Context: an optimization exercise on an open-source flow, tuned for small area and a short achievable clock period. The choices shown serve that exercise and are no tape-out recipe. Function not checked in this run: the RTL went through the layout flow alone. Power and IR drop assume default switching activity.

[design/flow/run.sh]
#!/bin/bash
# synth_recipe.tcl (not shown) runs the flow's synth.tcl, then flattens the netlist and writes it again
# the make line also repeats each setting of config.mk as NAME=value (left out here)
make -C /OpenROAD-flow-scripts/flow DESIGN_CONFIG=/design/flow/config.mk WORK_HOME=/design/flow/orfs CLKGATE_MAP_FILE= SYNTH_SCRIPT=/design/flow/synth_recipe.tcl finish
[design/flow/config.mk]
export PLATFORM = sky130hd
export DESIGN_NAME = tile_top
export DESIGN_NICKNAME = tile_top
export VERILOG_FILES = /design/flow/design.v
export SDC_FILE = /design/flow/constraint.sdc
export NUM_CORES = 4
export LEC_CHECK = 0
export ABC_CLOCK_PERIOD_IN_PS = 3000
export CAP_MARGIN = 20
export CORE_MARGIN = 2
export CORE_UTILIZATION = 40
export SETUP_SLACK_MARGIN = 4.0
export SLEW_MARGIN = 20
[design/flow/constraint.sdc]
create_clock -name core_clock -period 7.0 [get_ports {clk}]
set_input_delay 1.4000 -clock core_clock [delete_from_list [all_inputs] [get_ports {clk}]]
set_output_delay 1.4000 -clock core_clock [all_outputs]
set_load 0.01 [all_outputs]
[design/flow/design.v]
`default_nettype none
module tile_mul_front (
	input  logic [16-1:0] i_a,
	input  logic [16-1:0] i_b,
	output logic [42-1:0] o_csa
);
	logic [7:0] bneg;
	logic [7:0] bone;
	logic [7:0] btwo;
	logic pp0_0;
	logic pp0_1;
	logic pp0_2;
	logic pp0_3;
	logic pp0_4;
	logic pp0_5;
	logic pp0_6;
	logic pp0_7;
	logic pp0_8;
	logic pp0_9;
	logic pp0_10;
	logic pp0_11;
	logic pp0_12;
	logic pp0_13;
	logic pp0_14;
	logic pp0_15;
	logic pp1_0;
	logic pp1_1;
	logic pp1_2;
	logic pp1_3;
	logic pp1_4;
	logic pp1_5;
	logic pp1_6;
	logic pp1_7;
	logic pp1_8;
	logic pp1_9;
	logic pp1_10;
	logic pp1_11;
	logic pp1_12;
	logic pp1_13;
	logic pp2_0;
	logic pp2_1;
	logic pp2_2;
	logic pp2_3;
	logic pp2_4;
	logic pp2_5;
	logic pp2_6;
	logic pp2_7;
	logic pp2_8;
	logic pp2_9;
	logic pp2_10;
	logic pp2_11;
	logic pp3_0;
	logic pp3_1;
	logic pp3_2;
	logic pp3_3;
	logic pp3_4;
	logic pp3_5;
	logic pp3_6;
	logic pp3_7;
	logic pp3_8;
	logic pp3_9;
	logic pp4_0;
	logic pp4_1;
	logic pp4_2;
	logic pp4_3;
	logic pp4_4;
	logic pp4_5;
	logic pp4_6;
	logic pp4_7;
	logic pp5_0;
	logic pp5_1;
	logic pp5_2;
	logic pp5_3;
	logic pp5_4;
	logic pp5_5;
	logic pp6_0;
	logic pp6_1;
	logic pp6_2;
	logic pp6_3;
	logic pp7_0;
	logic pp7_1;
	logic s0;
	logic c0;
	logic s1;
	logic c1;
	logic s2;
	logic c2;
	logic s3;
	logic c3;
	logic s4;
	logic c4;
	logic s5;
	logic c5;
	logic s6;
	logic c6;
	logic s7;
	logic c7;
	logic s8;
	logic c8;
	logic s9;
	logic c9;
	logic s10;
	logic c10;
	logic s11;
	logic c11;
	logic s12;
	logic c12;
	logic s13;
	logic c13;
	logic s14;
	logic c14;
	logic s15;
	logic c15;
	logic s16;
	logic c16;
	logic s17;
	logic c17;
	logic s18;
	logic c18;
	logic s19;
	logic c19;
	logic s20;
	logic c20;
	logic s21;
	logic c21;
	logic s22;
	logic c22;
	logic s23;
	logic c23;
	logic s24;
	logic c24;
	logic s25;
	logic c25;
	logic s26;
	logic c26;
	logic s27;
	logic c27;
	logic s28;
	logic c28;
	logic s29;
	logic c29;
	logic s30;
	logic c30;
	logic s31;
	logic c31;
	logic s32;
	logic c32;
	logic s33;
	logic c33;
	assign bneg[0] = i_b[1];
	assign bone[0] = i_b[0] ^ 1'b0;
	assign btwo[0] = (i_b[1] & ~i_b[0] & ~1'b0) | (~i_b[1] & i_b[0] & 1'b0);
	assign bneg[1] = i_b[3];
	assign bone[1] = i_b[2] ^ i_b[1];
	assign btwo[1] = (i_b[3] & ~i_b[2] & ~i_b[1]) | (~i_b[3] & i_b[2] & i_b[1]);
	assign bneg[2] = i_b[5];
	assign bone[2] = i_b[4] ^ i_b[3];
	assign btwo[2] = (i_b[5] & ~i_b[4] & ~i_b[3]) | (~i_b[5] & i_b[4] & i_b[3]);
	assign bneg[3] = i_b[7];
	assign bone[3] = i_b[6] ^ i_b[5];
	assign btwo[3] = (i_b[7] & ~i_b[6] & ~i_b[5]) | (~i_b[7] & i_b[6] & i_b[5]);
	assign bneg[4] = i_b[9];
	assign bone[4] = i_b[8] ^ i_b[7];
	assign btwo[4] = (i_b[9] & ~i_b[8] & ~i_b[7]) | (~i_b[9] & i_b[8] & i_b[7]);
	assign bneg[5] = i_b[11];
	assign bone[5] = i_b[10] ^ i_b[9];
	assign btwo[5] = (i_b[11] & ~i_b[10] & ~i_b[9]) | (~i_b[11] & i_b[10] & i_b[9]);
	assign bneg[6] = i_b[13];
	assign bone[6] = i_b[12] ^ i_b[11];
	assign btwo[6] = (i_b[13] & ~i_b[12] & ~i_b[11]) | (~i_b[13] & i_b[12] & i_b[11]);
	assign bneg[7] = i_b[15];
	assign bone[7] = i_b[14] ^ i_b[13];
	assign btwo[7] = (i_b[15] & ~i_b[14] & ~i_b[13]) | (~i_b[15] & i_b[14] & i_b[13]);
	assign pp0_0 = ((bone[0] & i_a[0]) | (btwo[0] & 1'b0)) ^ bneg[0];
	assign pp0_1 = ((bone[0] & i_a[1]) | (btwo[0] & i_a[0])) ^ bneg[0];
	assign pp0_2 = ((bone[0] & i_a[2]) | (btwo[0] & i_a[1])) ^ bneg[0];
	assign pp0_3 = ((bone[0] & i_a[3]) | (btwo[0] & i_a[2])) ^ bneg[0];
	assign pp0_4 = ((bone[0] & i_a[4]) | (btwo[0] & i_a[3])) ^ bneg[0];
	assign pp0_5 = ((bone[0] & i_a[5]) | (btwo[0] & i_a[4])) ^ bneg[0];
	assign pp0_6 = ((bone[0] & i_a[6]) | (btwo[0] & i_a[5])) ^ bneg[0];
	assign pp0_7 = ((bone[0] & i_a[7]) | (btwo[0] & i_a[6])) ^ bneg[0];
	assign pp0_8 = ((bone[0] & i_a[8]) | (btwo[0] & i_a[7])) ^ bneg[0];
	assign pp0_9 = ((bone[0] & i_a[9]) | (btwo[0] & i_a[8])) ^ bneg[0];
	assign pp0_10 = ((bone[0] & i_a[10]) | (btwo[0] & i_a[9])) ^ bneg[0];
	assign pp0_11 = ((bone[0] & i_a[11]) | (btwo[0] & i_a[10])) ^ bneg[0];
	assign pp0_12 = ((bone[0] & i_a[12]) | (btwo[0] & i_a[11])) ^ bneg[0];
	assign pp0_13 = ((bone[0] & i_a[13]) | (btwo[0] & i_a[12])) ^ bneg[0];
	assign pp0_14 = ((bone[0] & i_a[14]) | (btwo[0] & i_a[13])) ^ bneg[0];
	assign pp0_15 = ((bone[0] & i_a[15]) | (btwo[0] & i_a[14])) ^ bneg[0];
	assign pp1_0 = ((bone[1] & i_a[0]) | (btwo[1] & 1'b0)) ^ bneg[1];
	assign pp1_1 = ((bone[1] & i_a[1]) | (btwo[1] & i_a[0])) ^ bneg[1];
	assign pp1_2 = ((bone[1] & i_a[2]) | (btwo[1] & i_a[1])) ^ bneg[1];
	assign pp1_3 = ((bone[1] & i_a[3]) | (btwo[1] & i_a[2])) ^ bneg[1];
	assign pp1_4 = ((bone[1] & i_a[4]) | (btwo[1] & i_a[3])) ^ bneg[1];
	assign pp1_5 = ((bone[1] & i_a[5]) | (btwo[1] & i_a[4])) ^ bneg[1];
	assign pp1_6 = ((bone[1] & i_a[6]) | (btwo[1] & i_a[5])) ^ bneg[1];
	assign pp1_7 = ((bone[1] & i_a[7]) | (btwo[1] & i_a[6])) ^ bneg[1];
	assign pp1_8 = ((bone[1] & i_a[8]) | (btwo[1] & i_a[7])) ^ bneg[1];
	assign pp1_9 = ((bone[1] & i_a[9]) | (btwo[1] & i_a[8])) ^ bneg[1];
	assign pp1_10 = ((bone[1] & i_a[10]) | (btwo[1] & i_a[9])) ^ bneg[1];
	assign pp1_11 = ((bone[1] & i_a[11]) | (btwo[1] & i_a[10])) ^ bneg[1];
	assign pp1_12 = ((bone[1] & i_a[12]) | (btwo[1] & i_a[11])) ^ bneg[1];
	assign pp1_13 = ((bone[1] & i_a[13]) | (btwo[1] & i_a[12])) ^ bneg[1];
	assign pp2_0 = ((bone[2] & i_a[0]) | (btwo[2] & 1'b0)) ^ bneg[2];
	assign pp2_1 = ((bone[2] & i_a[1]) | (btwo[2] & i_a[0])) ^ bneg[2];
	assign pp2_2 = ((bone[2] & i_a[2]) | (btwo[2] & i_a[1])) ^ bneg[2];
	assign pp2_3 = ((bone[2] & i_a[3]) | (btwo[2] & i_a[2])) ^ bneg[2];
	assign pp2_4 = ((bone[2] & i_a[4]) | (btwo[2] & i_a[3])) ^ bneg[2];
	assign pp2_5 = ((bone[2] & i_a[5]) | (btwo[2] & i_a[4])) ^ bneg[2];
	assign pp2_6 = ((bone[2] & i_a[6]) | (btwo[2] & i_a[5])) ^ bneg[2];
	assign pp2_7 = ((bone[2] & i_a[7]) | (btwo[2] & i_a[6])) ^ bneg[2];
	assign pp2_8 = ((bone[2] & i_a[8]) | (btwo[2] & i_a[7])) ^ bneg[2];
	assign pp2_9 = ((bone[2] & i_a[9]) | (btwo[2] & i_a[8])) ^ bneg[2];
	assign pp2_10 = ((bone[2] & i_a[10]) | (btwo[2] & i_a[9])) ^ bneg[2];
	assign pp2_11 = ((bone[2] & i_a[11]) | (btwo[2] & i_a[10])) ^ bneg[2];
	assign pp3_0 = ((bone[3] & i_a[0]) | (btwo[3] & 1'b0)) ^ bneg[3];
	assign pp3_1 = ((bone[3] & i_a[1]) | (btwo[3] & i_a[0])) ^ bneg[3];
	assign pp3_2 = ((bone[3] & i_a[2]) | (btwo[3] & i_a[1])) ^ bneg[3];
	assign pp3_3 = ((bone[3] & i_a[3]) | (btwo[3] & i_a[2])) ^ bneg[3];
	assign pp3_4 = ((bone[3] & i_a[4]) | (btwo[3] & i_a[3])) ^ bneg[3];
	assign pp3_5 = ((bone[3] & i_a[5]) | (btwo[3] & i_a[4])) ^ bneg[3];
	assign pp3_6 = ((bone[3] & i_a[6]) | (btwo[3] & i_a[5])) ^ bneg[3];
	assign pp3_7 = ((bone[3] & i_a[7]) | (btwo[3] & i_a[6])) ^ bneg[3];
	assign pp3_8 = ((bone[3] & i_a[8]) | (btwo[3] & i_a[7])) ^ bneg[3];
	assign pp3_9 = ((bone[3] & i_a[9]) | (btwo[3] & i_a[8])) ^ bneg[3];
	assign pp4_0 = ((bone[4] & i_a[0]) | (btwo[4] & 1'b0)) ^ bneg[4];
	assign pp4_1 = ((bone[4] & i_a[1]) | (btwo[4] & i_a[0])) ^ bneg[4];
	assign pp4_2 = ((bone[4] & i_a[2]) | (btwo[4] & i_a[1])) ^ bneg[4];
	assign pp4_3 = ((bone[4] & i_a[3]) | (btwo[4] & i_a[2])) ^ bneg[4];
	assign pp4_4 = ((bone[4] & i_a[4]) | (btwo[4] & i_a[3])) ^ bneg[4];
	assign pp4_5 = ((bone[4] & i_a[5]) | (btwo[4] & i_a[4])) ^ bneg[4];
	assign pp4_6 = ((bone[4] & i_a[6]) | (btwo[4] & i_a[5])) ^ bneg[4];
	assign pp4_7 = ((bone[4] & i_a[7]) | (btwo[4] & i_a[6])) ^ bneg[4];
	assign pp5_0 = ((bone[5] & i_a[0]) | (btwo[5] & 1'b0)) ^ bneg[5];
	assign pp5_1 = ((bone[5] & i_a[1]) | (btwo[5] & i_a[0])) ^ bneg[5];
	assign pp5_2 = ((bone[5] & i_a[2]) | (btwo[5] & i_a[1])) ^ bneg[5];
	assign pp5_3 = ((bone[5] & i_a[3]) | (btwo[5] & i_a[2])) ^ bneg[5];
	assign pp5_4 = ((bone[5] & i_a[4]) | (btwo[5] & i_a[3])) ^ bneg[5];
	assign pp5_5 = ((bone[5] & i_a[5]) | (btwo[5] & i_a[4])) ^ bneg[5];
	assign pp6_0 = ((bone[6] & i_a[0]) | (btwo[6] & 1'b0)) ^ bneg[6];
	assign pp6_1 = ((bone[6] & i_a[1]) | (btwo[6] & i_a[0])) ^ bneg[6];
	assign pp6_2 = ((bone[6] & i_a[2]) | (btwo[6] & i_a[1])) ^ bneg[6];
	assign pp6_3 = ((bone[6] & i_a[3]) | (btwo[6] & i_a[2])) ^ bneg[6];
	assign pp7_0 = ((bone[7] & i_a[0]) | (btwo[7] & 1'b0)) ^ bneg[7];
	assign pp7_1 = ((bone[7] & i_a[1]) | (btwo[7] & i_a[0])) ^ bneg[7];
	assign s0 = pp0_2 ^ pp1_0 ^ bneg[1];
	assign c0 = (pp0_2 & pp1_0) | (pp0_2 & bneg[1]) | (pp1_0 & bneg[1]);
	assign s1 = pp0_4 ^ pp1_2 ^ pp2_0;
	assign c1 = (pp0_4 & pp1_2) | (pp0_4 & pp2_0) | (pp1_2 & pp2_0);
	assign s2 = pp0_5 ^ pp1_3 ^ pp2_1;
	assign c2 = (pp0_5 & pp1_3) | (pp0_5 & pp2_1) | (pp1_3 & pp2_1);
	assign s3 = pp0_6 ^ pp1_4 ^ pp2_2;
	assign c3 = (pp0_6 & pp1_4) | (pp0_6 & pp2_2) | (pp1_4 & pp2_2);
	assign s4 = pp0_7 ^ pp1_5 ^ pp2_3;
	assign c4 = (pp0_7 & pp1_5) | (pp0_7 & pp2_3) | (pp1_5 & pp2_3);
	assign s5 = pp0_8 ^ pp1_6 ^ pp2_4;
	assign c5 = (pp0_8 & pp1_6) | (pp0_8 & pp2_4) | (pp1_6 & pp2_4);
	assign s6 = pp3_2 ^ pp4_0 ^ bneg[4];
	assign c6 = (pp3_2 & pp4_0) | (pp3_2 & bneg[4]) | (pp4_0 & bneg[4]);
	assign s7 = pp0_9 ^ pp1_7 ^ pp2_5;
	assign c7 = (pp0_9 & pp1_7) | (pp0_9 & pp2_5) | (pp1_7 & pp2_5);
	assign s8 = pp0_10 ^ pp1_8 ^ pp2_6;
	assign c8 = (pp0_10 & pp1_8) | (pp0_10 & pp2_6) | (pp1_8 & pp2_6);
	assign s9 = pp3_4 ^ pp4_2 ^ pp5_0;
	assign c9 = (pp3_4 & pp4_2) | (pp3_4 & pp5_0) | (pp4_2 & pp5_0);
	assign s10 = pp0_11 ^ pp1_9 ^ pp2_7;
	assign c10 = (pp0_11 & pp1_9) | (pp0_11 & pp2_7) | (pp1_9 & pp2_7);
	assign s11 = pp3_5 ^ pp4_3 ^ pp5_1;
	assign c11 = (pp3_5 & pp4_3) | (pp3_5 & pp5_1) | (pp4_3 & pp5_1);
	assign s12 = pp0_12 ^ pp1_10 ^ pp2_8;
	assign c12 = (pp0_12 & pp1_10) | (pp0_12 & pp2_8) | (pp1_10 & pp2_8);
	assign s13 = pp3_6 ^ pp4_4 ^ pp5_2;
	assign c13 = (pp3_6 & pp4_4) | (pp3_6 & pp5_2) | (pp4_4 & pp5_2);
	assign s14 = pp0_13 ^ pp1_11 ^ pp2_9;
	assign c14 = (pp0_13 & pp1_11) | (pp0_13 & pp2_9) | (pp1_11 & pp2_9);
	assign s15 = pp3_7 ^ pp4_5 ^ pp5_3;
	assign c15 = (pp3_7 & pp4_5) | (pp3_7 & pp5_3) | (pp4_5 & pp5_3);
	assign s16 = pp0_14 ^ pp1_12 ^ pp2_10;
	assign c16 = (pp0_14 & pp1_12) | (pp0_14 & pp2_10) | (pp1_12 & pp2_10);
	assign s17 = pp3_8 ^ pp4_6 ^ pp5_4;
	assign c17 = (pp3_8 & pp4_6) | (pp3_8 & pp5_4) | (pp4_6 & pp5_4);
	assign s18 = pp6_2 ^ pp7_0 ^ bneg[7];
	assign c18 = (pp6_2 & pp7_0) | (pp6_2 & bneg[7]) | (pp7_0 & bneg[7]);
	assign s19 = pp0_15 ^ pp1_13 ^ pp2_11;
	assign c19 = (pp0_15 & pp1_13) | (pp0_15 & pp2_11) | (pp1_13 & pp2_11);
	assign s20 = pp3_9 ^ pp4_7 ^ pp5_5;
	assign c20 = (pp3_9 & pp4_7) | (pp3_9 & pp5_5) | (pp4_7 & pp5_5);
	assign s21 = c0 ^ pp0_3 ^ pp1_1;
	assign c21 = (c0 & pp0_3) | (c0 & pp1_1) | (pp0_3 & pp1_1);
	assign s22 = c2 ^ s3 ^ pp3_0;
	assign c22 = (c2 & s3) | (c2 & pp3_0) | (s3 & pp3_0);
	assign s23 = c3 ^ s4 ^ pp3_1;
	assign c23 = (c3 & s4) | (c3 & pp3_1) | (s4 & pp3_1);
	assign s24 = c4 ^ s5 ^ s6;
	assign c24 = (c4 & s5) | (c4 & s6) | (s5 & s6);
	assign s25 = c5 ^ c6 ^ s7;
	assign c25 = (c5 & c6) | (c5 & s7) | (c6 & s7);
	assign s26 = c7 ^ s8 ^ s9;
	assign c26 = (c7 & s8) | (c7 & s9) | (s8 & s9);
	assign s27 = c8 ^ c9 ^ s10;
	assign c27 = (c8 & c9) | (c8 & s10) | (c9 & s10);
	assign s28 = c10 ^ c11 ^ s12;
	assign c28 = (c10 & c11) | (c10 & s12) | (c11 & s12);
	assign s29 = s13 ^ pp6_0 ^ bneg[6];
	assign c29 = (s13 & pp6_0) | (s13 & bneg[6]) | (pp6_0 & bneg[6]);
	assign s30 = c12 ^ c13 ^ s14;
	assign c30 = (c12 & c13) | (c12 & s14) | (c13 & s14);
	assign s31 = c14 ^ c15 ^ s16;
	assign c31 = (c14 & c15) | (c14 & s16) | (c15 & s16);
	assign s32 = c16 ^ c17 ^ c18;
	assign c32 = (c16 & c17) | (c16 & c18) | (c17 & c18);
	assign s33 = s19 ^ s20 ^ pp6_3;
	assign c33 = (s19 & s20) | (s19 & pp6_3) | (s20 & pp6_3);
	assign o_csa[0] = pp0_0;
	assign o_csa[1] = bneg[0];
	assign o_csa[2] = pp0_1;
	assign o_csa[3] = s0;
	assign o_csa[4] = s21;
	assign o_csa[5] = c21;
	assign o_csa[6] = s1;
	assign o_csa[7] = bneg[2];
	assign o_csa[8] = c1;
	assign o_csa[9] = s2;
	assign o_csa[10] = s22;
	assign o_csa[11] = bneg[3];
	assign o_csa[12] = c22;
	assign o_csa[13] = s23;
	assign o_csa[14] = c23;
	assign o_csa[15] = s24;
	assign o_csa[16] = c24;
	assign o_csa[17] = s25;
	assign o_csa[18] = pp3_3;
	assign o_csa[19] = pp4_1;
	assign o_csa[20] = c25;
	assign o_csa[21] = s26;
	assign o_csa[22] = bneg[5];
	assign o_csa[23] = c26;
	assign o_csa[24] = s27;
	assign o_csa[25] = s11;
	assign o_csa[26] = c27;
	assign o_csa[27] = s28;
	assign o_csa[28] = s29;
	assign o_csa[29] = c28;
	assign o_csa[30] = c29;
	assign o_csa[31] = s30;
	assign o_csa[32] = s15;
	assign o_csa[33] = pp6_1;
	assign o_csa[34] = c30;
	assign o_csa[35] = s31;
	assign o_csa[36] = s17;
	assign o_csa[37] = s18;
	assign o_csa[38] = c31;
	assign o_csa[39] = s32;
	assign o_csa[40] = s33;
	assign o_csa[41] = pp7_1;
endmodule
module tile_alu (
	input  logic [3:0]              i_op,
	input  logic [16-1:0] i_a,
	input  logic [16-1:0] i_b,
	input  logic [42-1:0] i_csa,
	output logic [16-1:0] o_result
);
	logic [3:0] shamt;
	logic [16:0] diff;
	logic [16-1:0] prod;
	logic [16-1:0] prod_x;
	logic [16-1:0] prod_y;
	logic s34;
	logic c34;
	logic s35;
	logic c35;
	logic s36;
	logic c36;
	logic s37;
	logic c37;
	logic s38;
	logic c38;
	logic s39;
	logic c39;
	logic s40;
	logic c40;
	logic s41;
	logic c41;
	logic s42;
	logic c42;
	logic s43;
	logic c43;
	logic s44;
	logic c44;
	logic s45;
	logic c45;
	logic s46;
	logic c46;
	logic s47;
	logic c47;
	logic s48;
	logic c48;
	logic s49;
	logic c49;
	logic s50;
	logic c50;
	logic s51;
	logic c51;
	logic s52;
	logic c52;
	logic s53;
	logic c53;
	logic s54;
	logic c54;
	logic s55;
	logic c55;
	assign s34 = i_csa[29] ^ i_csa[30];
	assign c34 = i_csa[29] & i_csa[30];
	assign s35 = i_csa[34] ^ i_csa[35];
	assign c35 = i_csa[34] & i_csa[35];
	assign s36 = i_csa[38] ^ i_csa[39];
	assign c36 = i_csa[38] & i_csa[39];
	assign s37 = i_csa[16] ^ i_csa[17];
	assign c37 = i_csa[16] & i_csa[17];
	assign s38 = i_csa[20] ^ i_csa[21];
	assign c38 = i_csa[20] & i_csa[21];
	assign s39 = i_csa[23] ^ i_csa[24];
	assign c39 = i_csa[23] & i_csa[24];
	assign s40 = i_csa[26] ^ i_csa[27];
	assign c40 = i_csa[26] & i_csa[27];
	assign s41 = s34 ^ i_csa[31] ^ i_csa[32];
	assign c41 = (s34 & i_csa[31]) | (s34 & i_csa[32]) | (i_csa[31] & i_csa[32]);
	assign s42 = c34 ^ s35 ^ i_csa[36];
	assign c42 = (c34 & s35) | (c34 & i_csa[36]) | (s35 & i_csa[36]);
	assign s43 = c35 ^ s36 ^ i_csa[40];
	assign c43 = (c35 & s36) | (c35 & i_csa[40]) | (s36 & i_csa[40]);
	assign s44 = i_csa[5] ^ i_csa[6];
	assign c44 = i_csa[5] & i_csa[6];
	assign s45 = i_csa[8] ^ i_csa[9];
	assign c45 = i_csa[8] & i_csa[9];
	assign s46 = i_csa[10] ^ i_csa[11];
	assign c46 = i_csa[10] & i_csa[11];
	assign s47 = i_csa[12] ^ i_csa[13];
	assign c47 = i_csa[12] & i_csa[13];
	assign s48 = i_csa[14] ^ i_csa[15];
	assign c48 = i_csa[14] & i_csa[15];
	assign s49 = s37 ^ i_csa[18] ^ i_csa[19];
	assign c49 = (s37 & i_csa[18]) | (s37 & i_csa[19]) | (i_csa[18] & i_csa[19]);
	assign s50 = c37 ^ s38 ^ i_csa[22];
	assign c50 = (c37 & s38) | (c37 & i_csa[22]) | (s38 & i_csa[22]);
	assign s51 = c38 ^ s39 ^ i_csa[25];
	assign c51 = (c38 & s39) | (c38 & i_csa[25]) | (s39 & i_csa[25]);
	assign s52 = c39 ^ s40 ^ i_csa[28];
	assign c52 = (c39 & s40) | (c39 & i_csa[28]) | (s40 & i_csa[28]);
	assign s53 = c40 ^ s41 ^ i_csa[33];
	assign c53 = (c40 & s41) | (c40 & i_csa[33]) | (s41 & i_csa[33]);
	assign s54 = c41 ^ s42 ^ i_csa[37];
	assign c54 = (c41 & s42) | (c41 & i_csa[37]) | (s42 & i_csa[37]);
	assign s55 = c42 ^ s43 ^ i_csa[41];
	assign c55 = (c42 & s43) | (c42 & i_csa[41]) | (s43 & i_csa[41]);
	assign prod_x = {c54, c53, c52, c51, c50, c49, c48, c47, c46, c45, c44, s44, i_csa[4], i_csa[3], i_csa[2], i_csa[0]};
	assign prod_y = {s55, s54, s53, s52, s51, s50, s49, s48, s47, s46, s45, i_csa[7], 1'b0, 1'b0, 1'b0, i_csa[1]};
	assign prod = prod_x + prod_y;
	assign shamt = i_b[3:0];
	assign diff = {1'b0, i_a} - {1'b0, i_b};
	always_comb begin
		case (i_op)
			4'd1: o_result = i_a + i_b;
			4'd2: o_result = diff[16-1:0];
			4'd3: o_result = prod;
			4'd4: o_result = i_a & i_b;
			4'd5:  o_result = i_a | i_b;
			4'd6: o_result = i_a ^ i_b;
			4'd7: o_result = i_a << shamt;
			4'd8: o_result = i_a >> shamt;
			4'd9: o_result = i_a;
			4'd10:  o_result = {{(16-1){1'b0}}, diff[16]};
			default: o_result = '0;
		endcase
	end
endmodule
`default_nettype wire
`default_nettype none
module fetch_stage (
	input  logic                     clk,
	input  logic                     reset,
	input  logic                     i_run,
	input  logic                     i_cfg_req,
	input  logic [48-1:0]  i_cfg,
	output logic                     o_cfg_ack,
	input  logic                     i_loop_we,     
	input  logic [7:0]               i_loop,        
	output logic [41-1:0] o_word,
	output logic                     o_word_valid
);
	logic [41-1:0] cfg_mem [0:16-1];
	logic [4-1:0] pc;
	logic [4-1:0] loop_start;
	logic [4-1:0] loop_end;
	logic [4-1:0] cfg_addr;
	logic [44-1:0] cfg_word;
	logic [41-1:0] cfg_packed;
	logic cfg_write;
	assign cfg_addr = i_cfg[48-1:44];
	assign cfg_word = i_cfg[44-1:0];
	assign cfg_write = i_cfg_req && !o_cfg_ack;
	assign cfg_packed[40:37] = cfg_word[43:40];
	assign cfg_packed[36:34] = cfg_word[39:37];
	assign cfg_packed[33:31] = cfg_word[33:31];
	assign cfg_packed[30] = cfg_word[30];
	assign cfg_packed[29] = cfg_word[29];
	assign cfg_packed[28] = cfg_word[28];
	assign cfg_packed[27:16] = cfg_word[27:16];
	assign cfg_packed[12:0] = cfg_word[12:0];
	assign cfg_packed[15:13] = cfg_word[29] ? cfg_word[15:13] : cfg_word[36:34];
	always_ff @(posedge clk) begin
		if (reset) begin
			o_cfg_ack <= 1'b0;
		end else if (cfg_write) begin
			o_cfg_ack <= 1'b1;
		end else if (!i_cfg_req) begin
			o_cfg_ack <= 1'b0;
		end
	end
	always_ff @(posedge clk) begin
		if (cfg_write) begin
			cfg_mem[cfg_addr] <= cfg_packed;
		end
	end
	always_ff @(posedge clk) begin
		if (reset) begin
			pc <= '0;
			loop_start <= '0;
			loop_end <= 4'd15;
			o_word_valid <= 1'b0;
		end else if (i_run) begin
			if (pc == loop_end) begin
				pc <= loop_start;
			end else begin
				pc <= pc + 1'b1;
			end
			if (i_loop_we) begin
				loop_start <= i_loop[3:0];
				loop_end <= i_loop[7:4];
			end
			o_word_valid <= 1'b1;
		end
	end
	logic [16-1:0] pc_dec;
	logic [41-1:0] rd_word;
	always_comb begin
		rd_word = '0;
		for (int e = 0; e < 16; e++) begin
			pc_dec[e] = pc == e[4-1:0];
			rd_word = rd_word | (cfg_mem[e] & {41{pc_dec[e]}});
		end
	end
	always_ff @(posedge clk) begin
		if (i_run) begin
			o_word <= rd_word;
		end
	end
endmodule
`default_nettype wire
`default_nettype none
module operand_stage (
	input  logic                                      clk,
	input  logic                                      reset,
	input  logic                                      i_run,
	input  logic [41-1:0]                  i_word,
	input  logic                                      i_word_valid,
	input  logic [4*17-1:0]    i_flit_in,
	input  logic [17-1:0]                   i_treg,
	output logic [3:0]                                o_op,
	output logic [16-1:0]                   o_a,
	output logic [16-1:0]                   o_b,
	output logic [42-1:0]                   o_mcsa,         
	output logic                                      o_res_valid,    
	output logic                                      o_treg_we,      
	output logic                                      o_loop_we,      
	output logic [4-1:0]                 o_route_alu,
	output logic [4-1:0]                 o_route_treg,   
	output logic [4*17-1:0]    o_pass          
);
	logic [3:0] opcode;
	logic [3-1:0] src_a;
	logic [3-1:0] src_b;
	logic [3-1:0] src_p;
	logic use_imm;
	logic [16-1:0] imm;
	logic [4*3-1:0] route;
	logic a_valid;
	logic b_valid;
	logic [16-1:0] a_data;
	logic [16-1:0] b_data;
	logic [16-1:0] bsel_data;
	logic bsel_valid;
	logic [4:0] nz;
	logic p_valid;
	logic p_nz;
	logic pred_pass;
	logic a_ok;
	logic b_ok;
	logic fire;
	logic [42-1:0] mcsa;
	assign opcode = i_word[40:37];
	assign src_a = i_word[36:34];
	assign src_b = i_word[15:13];
	assign src_p = i_word[33:31];
	assign use_imm = i_word[29];
	assign imm = i_word[15:0];
	assign route = i_word[27:16];
	function automatic logic [17-1:0] pick_source(
		input logic [3-1:0]                   src,
		input logic [4*17-1:0]   flits,
		input logic [17-1:0]                  treg
	);
		logic [17-1:0] sel;
		sel = '0;
		if (!src[2]) begin
			sel = flits[src[1:0]*17 +: 17];
		end else if (src[1:0] == 2'd0) begin
			sel = treg;
		end
		pick_source = sel;
	endfunction
	always_comb begin
		{a_valid, a_data} = pick_source(src_a, i_flit_in, i_treg);
		{bsel_valid, bsel_data} = pick_source(src_b, i_flit_in, i_treg);
	end
	assign b_valid = use_imm || bsel_valid;
	assign b_data = (use_imm || opcode == 4'd11) ? imm : bsel_data;
	always_comb begin
		for (int d = 0; d < 4; d++) begin
			nz[d] = |i_flit_in[d*17 +: 16];
		end
		nz[4] = |i_treg[16-1:0];
		p_valid = 1'b0;
		p_nz = 1'b0;
		if (!src_p[2]) begin
			p_valid = i_flit_in[src_p[1:0]*17 + 16];
			p_nz = nz[src_p[1:0]];
		end else if (src_p[1:0] == 2'd0) begin
			p_valid = i_treg[16];
			p_nz = nz[4];
		end
	end
	assign pred_pass = (src_p == 3'd7) || (p_valid && (p_nz ^ i_word[30]));
	assign a_ok = (src_a == 3'd7) || a_valid;
	assign b_ok = (src_b == 3'd7 && !use_imm) || b_valid;
	always_comb begin
		case (opcode)
			4'd0, 4'd11: fire = 1'b0;
			4'd9: fire = pred_pass && (a_valid || b_valid);
			default: fire = pred_pass && a_ok && b_ok;
		endcase
	end
	always_ff @(posedge clk) begin
		if (reset) begin
			o_res_valid <= 1'b0;
			o_treg_we <= 1'b0;
			o_loop_we <= 1'b0;
			o_route_treg <= '0;
			for (int d = 0; d < 4; d++) begin
				o_pass[d*17 + 16] <= 1'b0;
			end
		end else if (i_run) begin
			o_res_valid <= i_word_valid && fire;
			o_treg_we <= i_word_valid && i_word[28];
			o_loop_we <= i_word_valid && opcode == 4'd11;
			for (int d = 0; d < 4; d++) begin
				o_route_treg[d] <= i_word_valid && route[3*d +: 3] == 3'd5;
				o_pass[d*17 + 16] <= i_word_valid && !route[3*d + 2] &&
					i_flit_in[route[3*d +: 2]*17 + 16];
			end
		end
	end
	tile_mul_front u_mul_front (
		.i_a   (a_data),
		.i_b   (b_data),
		.o_csa (mcsa)
	);
	always_ff @(posedge clk) begin
		if (i_run) begin
			o_op <= opcode;
			o_a <= (opcode == 4'd9 && !a_valid) ? b_data : a_data;
			o_b <= b_data;
			o_mcsa <= mcsa;
			for (int d = 0; d < 4; d++) begin
				o_route_alu[d] <= route[3*d +: 3] == 3'd4;
				o_pass[d*17 +: 16] <=
					i_flit_in[route[3*d +: 2]*17 +: 16];
			end
		end
	end
endmodule
`default_nettype wire
`default_nettype none
module execute_stage (
	input  logic                                      clk,
	input  logic                                      reset,
	input  logic                                      i_run,
	input  logic                                      i_res_valid,
	input  logic                                      i_treg_we,
	input  logic [4-1:0]                 i_route_alu,
	input  logic [4-1:0]                 i_route_treg,
	input  logic [4*17-1:0]    i_pass,
	input  logic [16-1:0]                   i_result,
	output logic [17-1:0]                   o_treg,
	output logic [4*17-1:0]    o_flit_out
);
	logic [17-1:0] res_flit;
	assign res_flit = {i_res_valid, i_result};
	always_ff @(posedge clk) begin
		if (reset) begin
			o_treg[16] <= 1'b0;
			for (int d = 0; d < 4; d++) begin
				o_flit_out[d*17 + 16] <= 1'b0;
			end
		end else if (i_run) begin
			if (i_treg_we) begin
				o_treg[16] <= i_res_valid;
			end
			for (int d = 0; d < 4; d++) begin
				if (i_route_alu[d]) begin
					o_flit_out[d*17 + 16] <= i_res_valid;
				end else if (i_route_treg[d]) begin
					o_flit_out[d*17 + 16] <= o_treg[16];
				end else begin
					o_flit_out[d*17 + 16] <= i_pass[d*17 + 16];
				end
			end
		end
	end
	always_ff @(posedge clk) begin
		if (i_run) begin
			if (i_treg_we) begin
				o_treg[16-1:0] <= i_result;
			end
			for (int d = 0; d < 4; d++) begin
				if (i_route_alu[d]) begin
					o_flit_out[d*17 +: 16] <= i_result;
				end else if (i_route_treg[d]) begin
					o_flit_out[d*17 +: 16] <= o_treg[16-1:0];
				end else begin
					o_flit_out[d*17 +: 16] <= i_pass[d*17 +: 16];
				end
			end
		end
	end
endmodule
`default_nettype wire
`default_nettype none
module tile_top (
	input  logic                                      clk,
	input  logic                                      reset,
	input  logic                                      i_run,
	input  logic                                      i_cfg_req,
	input  logic [48-1:0]                   i_cfg,
	output logic                                      o_cfg_ack,
	input  logic [4*17-1:0]    i_flit_in,
	output logic [4*17-1:0]    o_flit_out
);
	logic [41-1:0] word;
	logic word_valid;
	logic [3:0] alu_op;
	logic [16-1:0] alu_a;
	logic [16-1:0] alu_b;
	logic [42-1:0] alu_mcsa;
	logic [16-1:0] alu_result;
	logic res_valid;
	logic treg_we;
	logic loop_we;
	logic [4-1:0] route_alu;
	logic [4-1:0] route_treg;
	logic [4*17-1:0] pass;
	logic [17-1:0] treg;
	fetch_stage u_fetch (
		.clk          (clk),
		.reset        (reset),
		.i_run        (i_run),
		.i_cfg_req    (i_cfg_req),
		.i_cfg        (i_cfg),
		.o_cfg_ack    (o_cfg_ack),
		.i_loop_we    (loop_we),
		.i_loop       (alu_b[7:0]),
		.o_word       (word),
		.o_word_valid (word_valid)
	);
	operand_stage u_operand (
		.clk          (clk),
		.reset        (reset),
		.i_run        (i_run),
		.i_word       (word),
		.i_word_valid (word_valid),
		.i_flit_in    (i_flit_in),
		.i_treg       (treg),
		.o_op         (alu_op),
		.o_a          (alu_a),
		.o_b          (alu_b),
		.o_mcsa       (alu_mcsa),
		.o_res_valid  (res_valid),
		.o_treg_we    (treg_we),
		.o_loop_we    (loop_we),
		.o_route_alu  (route_alu),
		.o_route_treg (route_treg),
		.o_pass       (pass)
	);
	tile_alu u_alu (
		.i_op     (alu_op),
		.i_a      (alu_a),
		.i_b      (alu_b),
		.i_csa    (alu_mcsa),
		.o_result (alu_result)
	);
	execute_stage u_execute (
		.clk          (clk),
		.reset        (reset),
		.i_run        (i_run),
		.i_res_valid  (res_valid),
		.i_treg_we    (treg_we),
		.i_route_alu  (route_alu),
		.i_route_treg (route_treg),
		.i_pass       (pass),
		.i_result     (alu_result),
		.o_treg       (treg),
		.o_flit_out   (o_flit_out)
	);
endmodule
`default_nettype wire
==> impl_results.md <==
- Status: timing/DRC/antenna clean
- RSZ-0062 raised after global routing: true
- Max IR drop VDD: 0.000313 V
- Critical path cell sequence: buf_6 > mux4_2 > a22oi_2 > nand2_2 > o21ai_4 > clkinvlp_4 > maj3_2 > a221o_1 > fa_2 > fa_2
- Worst Path Class, Setup: in -> reg
- Register area share after synthesis: 0.615
- Hold buffers post-CTS: 0
- Met3 GRT Util: 0.0447
- Chip height: 342 um
- Buffers on Ports: 188
- Setup violators final: 0
- Crit path launch: i_flit_in[35]
- Max cap viols: 0
- Core area: 114000 um^2
- Overall routing resource usage: 0.268
- Synth warn: 4
- Crit path max-delay family: adder cells
- H-tree levels: 3
- CP Capture Type: flop
- Leakage: 19.5 nW
- Initial antenna violation count: 19
- Number of fill cells: 9666
- Clock Skew: 0.0625 ns
- Final Max Slew Viols: 0
- Grt met1 use: 0.356
- GP Congestion: 0.964
- Mapped Nets: 3583
- Crit Reg-Reg Endpoint: u_operand.o_mcsa[35]
- CTS Root Cell: clkbuf_16
- Dpl cells: 4870
- TritonCTS clock tree: built
- CTS Buf Count: 96
- First-pass GRT wire length: 229000 um
- Vias in the first global route: 31700
- Fin crit period: 3.85 ns
- Worst-skew pair later-pin latency: 0.69 ns
- PnR Total Power: 17.8 mW
- Largest net degree at the start of global routing: 120
- Fmax: 260 MHz
- 1st-iter DRT viols: 4143
- Routed vias: 33500
- Reg-to-Reg Start: u_fetch.o_word[13]
- Pwr Density: 311 nW/um^2
- Non-Filler Instances: 5314
- Synthesized area per cell: 13.7 um^2
- Dominant synthesized flop cell: edfxtp_1
- DR pass1 iterations: 5
- Clock-pin slew on the worst setup and hold paths: 0.06 ns
- Drt drc: 0
- Worst-Margin Slew: 0.999 ns
- Register Area: 28200 um^2
- Area added between synthesis and finish: 25.3%
- Slew margin rel.: 0.334
- Layout cells sized above 1: 0.287
- Max clock buf depth: 3
- Grt ovf: 0
- Crit. path cell count: 10
- Top-level port count: 189
- Vias per inst: 6.30
- CTS sink count: 949
- WP data arrival: 4.27 ns
- CP most frequent cell: fa_2
- Slowest cell on the critical path: fa_2
- Most frequent cell after synthesis: edfxtp_1
- Row cnt: 124
- Worst Path Buf+Inv: 2
- Mapped cell area: 45800 um^2
- Hold Violations, Final: 0
- Startpoint Class: input pin
- Top cells by count, synth: edfxtp_1 (919), a21oi_1 (222), clkbuf_1 (209), a221oi_1 (192), nor2_1 (178)
- Final net count: 3968
- Grt peak-use layer: met2
- Critical path's largest stage delay: 0.59 ns
- WL final: 161000 um
- Crit path to: u_operand.o_mcsa[31]
- WL/cell: 30.3 um
- Crit Path Max Fanout: 12
- R2R cell count: 11
- Die area: 117000 um^2
- Combined area of the multi-input logic cells: 18500 um^2
- DP Wirelength: 94100 um
- Pre-CTS WS: 1.39 ns
- Req. time, crit path: 7.42 ns
- Mapped Cells: 3336
- Area leader, netlist: edfxtp_1
- Ys async rst share: 0
- Top cells by area, synth: edfxtp_1 (60%), mux4_2 (4.8%), a221oi_1 (3.7%)
- Worst min-delay path category: reg -> reg
- Reg-to-reg slack, setup: 3.20 ns
- Post-synth top area share: 0.602
- Die Span X: 342 um
- EDFF count, synth: 919
- GR met2 Demand/Resource: 0.444
- Seq cells post-synth: 949
- Final ANT Viol Nets: 0
- Starting density of the core: 0.402
- Post-synth cell types: 88
- PnR worst setup slack: 3.15 ns
- Final setup TNS: 0 ns
- Crit share post-route: 0.550
-- layer usage --
metal	wire length [um]	part of all wire
met5	149	0.00093
met4	6600	0.041
met3	13400	0.083
met2	77300	0.48
met1	63600	0.39
-- through the flow --
step                area, um^2   util  hold WS, ns
floorplan                46300      -        0.436
global placement         49700  0.436        0.454
detailed placement       49700  0.436        0.467
CTS                      55900  0.491        0.475
global route             57400  0.504        0.500
finish                   57400  0.504        0.470
-- logic make-up after synthesis --
family / share of synthesized area
xor gates and xnor gates: 0.00994
and+or+nand+nor: 0.0634
adders and majority gates: 0.0412
muxes: 0.0754
DFF: 0.615
buffers and inverters: 0.0325
AOI/OAI and AO/OA: 0.162
-- area by class of cell --
type,instances,share of cell area
tap,1512,0.0329
inverter,123,0.00926
antenna,2,0.0000872
timing repair inverter,1,0.000109
clock inverter,51,0.00730
multi-input combinational,2014,0.322
timing repair buffer,536,0.0936
clock buffer,126,0.0440
sequential,949,0.491
-- how the worst min path moves through the flow --
stage | from | end | slack (ns) | cells past startpoint
final | u_fetch.loop_start[3] | u_fetch.loop_start[3] | 0.47 | 2
after global routing | u_fetch.loop_start[3] | u_fetch.loop_start[3] | 0.50 | 2
after CTS | u_fetch.loop_start[2] | u_fetch.loop_start[2] | 0.47 | 2
after detailed placement | u_fetch.loop_start[2] | u_fetch.loop_start[2] | 0.47 | 2
after global placement | u_fetch.loop_start[3] | u_fetch.loop_start[3] | 0.45 | 2
after floorplan | u_fetch.loop_start[1] | u_fetch.loop_start[1] | 0.44 | 2
-- registers in the layout (all words and copies together) (netlist names), 12 cells and up --
name / flops
u_execute.o_flit_out: 68
u_execute.o_treg: 17
u_fetch.cfg_mem: 656
u_fetch.o_word: 41
u_operand.o_a: 16
u_operand.o_b: 12
u_operand.o_mcsa: 42
u_operand.o_pass: 68
-- layout by cell type (no fill, tap or decap), types with 19 or more instances in the layout --
cell type        instances
nand4_1                 50
a211oi_1                57
xnor2_1                 20
nor2b_1                 57
clkdlybuf4s50_1        108
buf_4                  263
o21ai_0                 60
nor2_4                  24
a21oi_2                 63
buf_12                  32
edfxtp_1               919
a21oi_4                 22
mux4_2                 100
nor2_1                 153
o21ai_1                 46
a221oi_1               178
clkbuf_16               99
nand3_1                 33
clkbuf_1                29
mux2i_1                 77
buf_6                   75
dfxtp_1                 30
mux2_2                  25
o21ai_2                 25
clkinv_1                21
inv_1                   91
inv_2                   19
nor3_1                  29
a21oi_1                138
a22o_1                 169
fa_2                    22
ha_1                    69
o22ai_1                 41
nand2_1                 94
-- worst min-delay path, cell delays in order, from the launching register on --
cell and delay (ns):
dfxtp_1 0.31, nand2_1 0.05, a21oi_1 0.06
-- repair_timing --
| action | 4_1_cts | 5_1_grt |
|---|---|---|
| endpoints found under the setup margin | 676 | 254 |
| buffers inserted | 169 | 76 |
| gates cloned | 16 | 4 |
| gates resized for setup | 694 | 236 |
| pin swaps | 164 | 116 |
-- where the power goes --
part | switching [mW] | internal (mW)
Clock | 2.20 | 2.67
Sequential | 0.171 | 6.68
Combinational | 3.36 | 2.76

[static timing again, ports no longer ideal]
In the flow no input, the clock included, has a driving cell. The finished layout below was timed again as built, in two steps. Step 1: set_driving_cell puts a clkbuf_16 on clk and a buf_2 on each other input, an assumption about the parent block. Step 2 adds t to the input delays and takes it off the output delays; t is the mean of the earliest and latest rising clock arrival at the registers after step 1. Input paths then give back, and output paths get back, about the clock's delay inside the block. a / b / c = ideal / step 1 / step 2; a / b = the first two.
t, ns: 0.729
setup slack, ns: 3.148 / 3.165 / 2.436
hold WS [ns]: 0.470 / 0.470 / 0.470
worst setup path at the end: input to register
worst register clock-pin slew, ns: 0.07 / 0.07
After both steps this run still meets setup and hold. For this run, drivers alone change the setup slack by +0.017 ns; drivers and shift together by -0.712 ns.
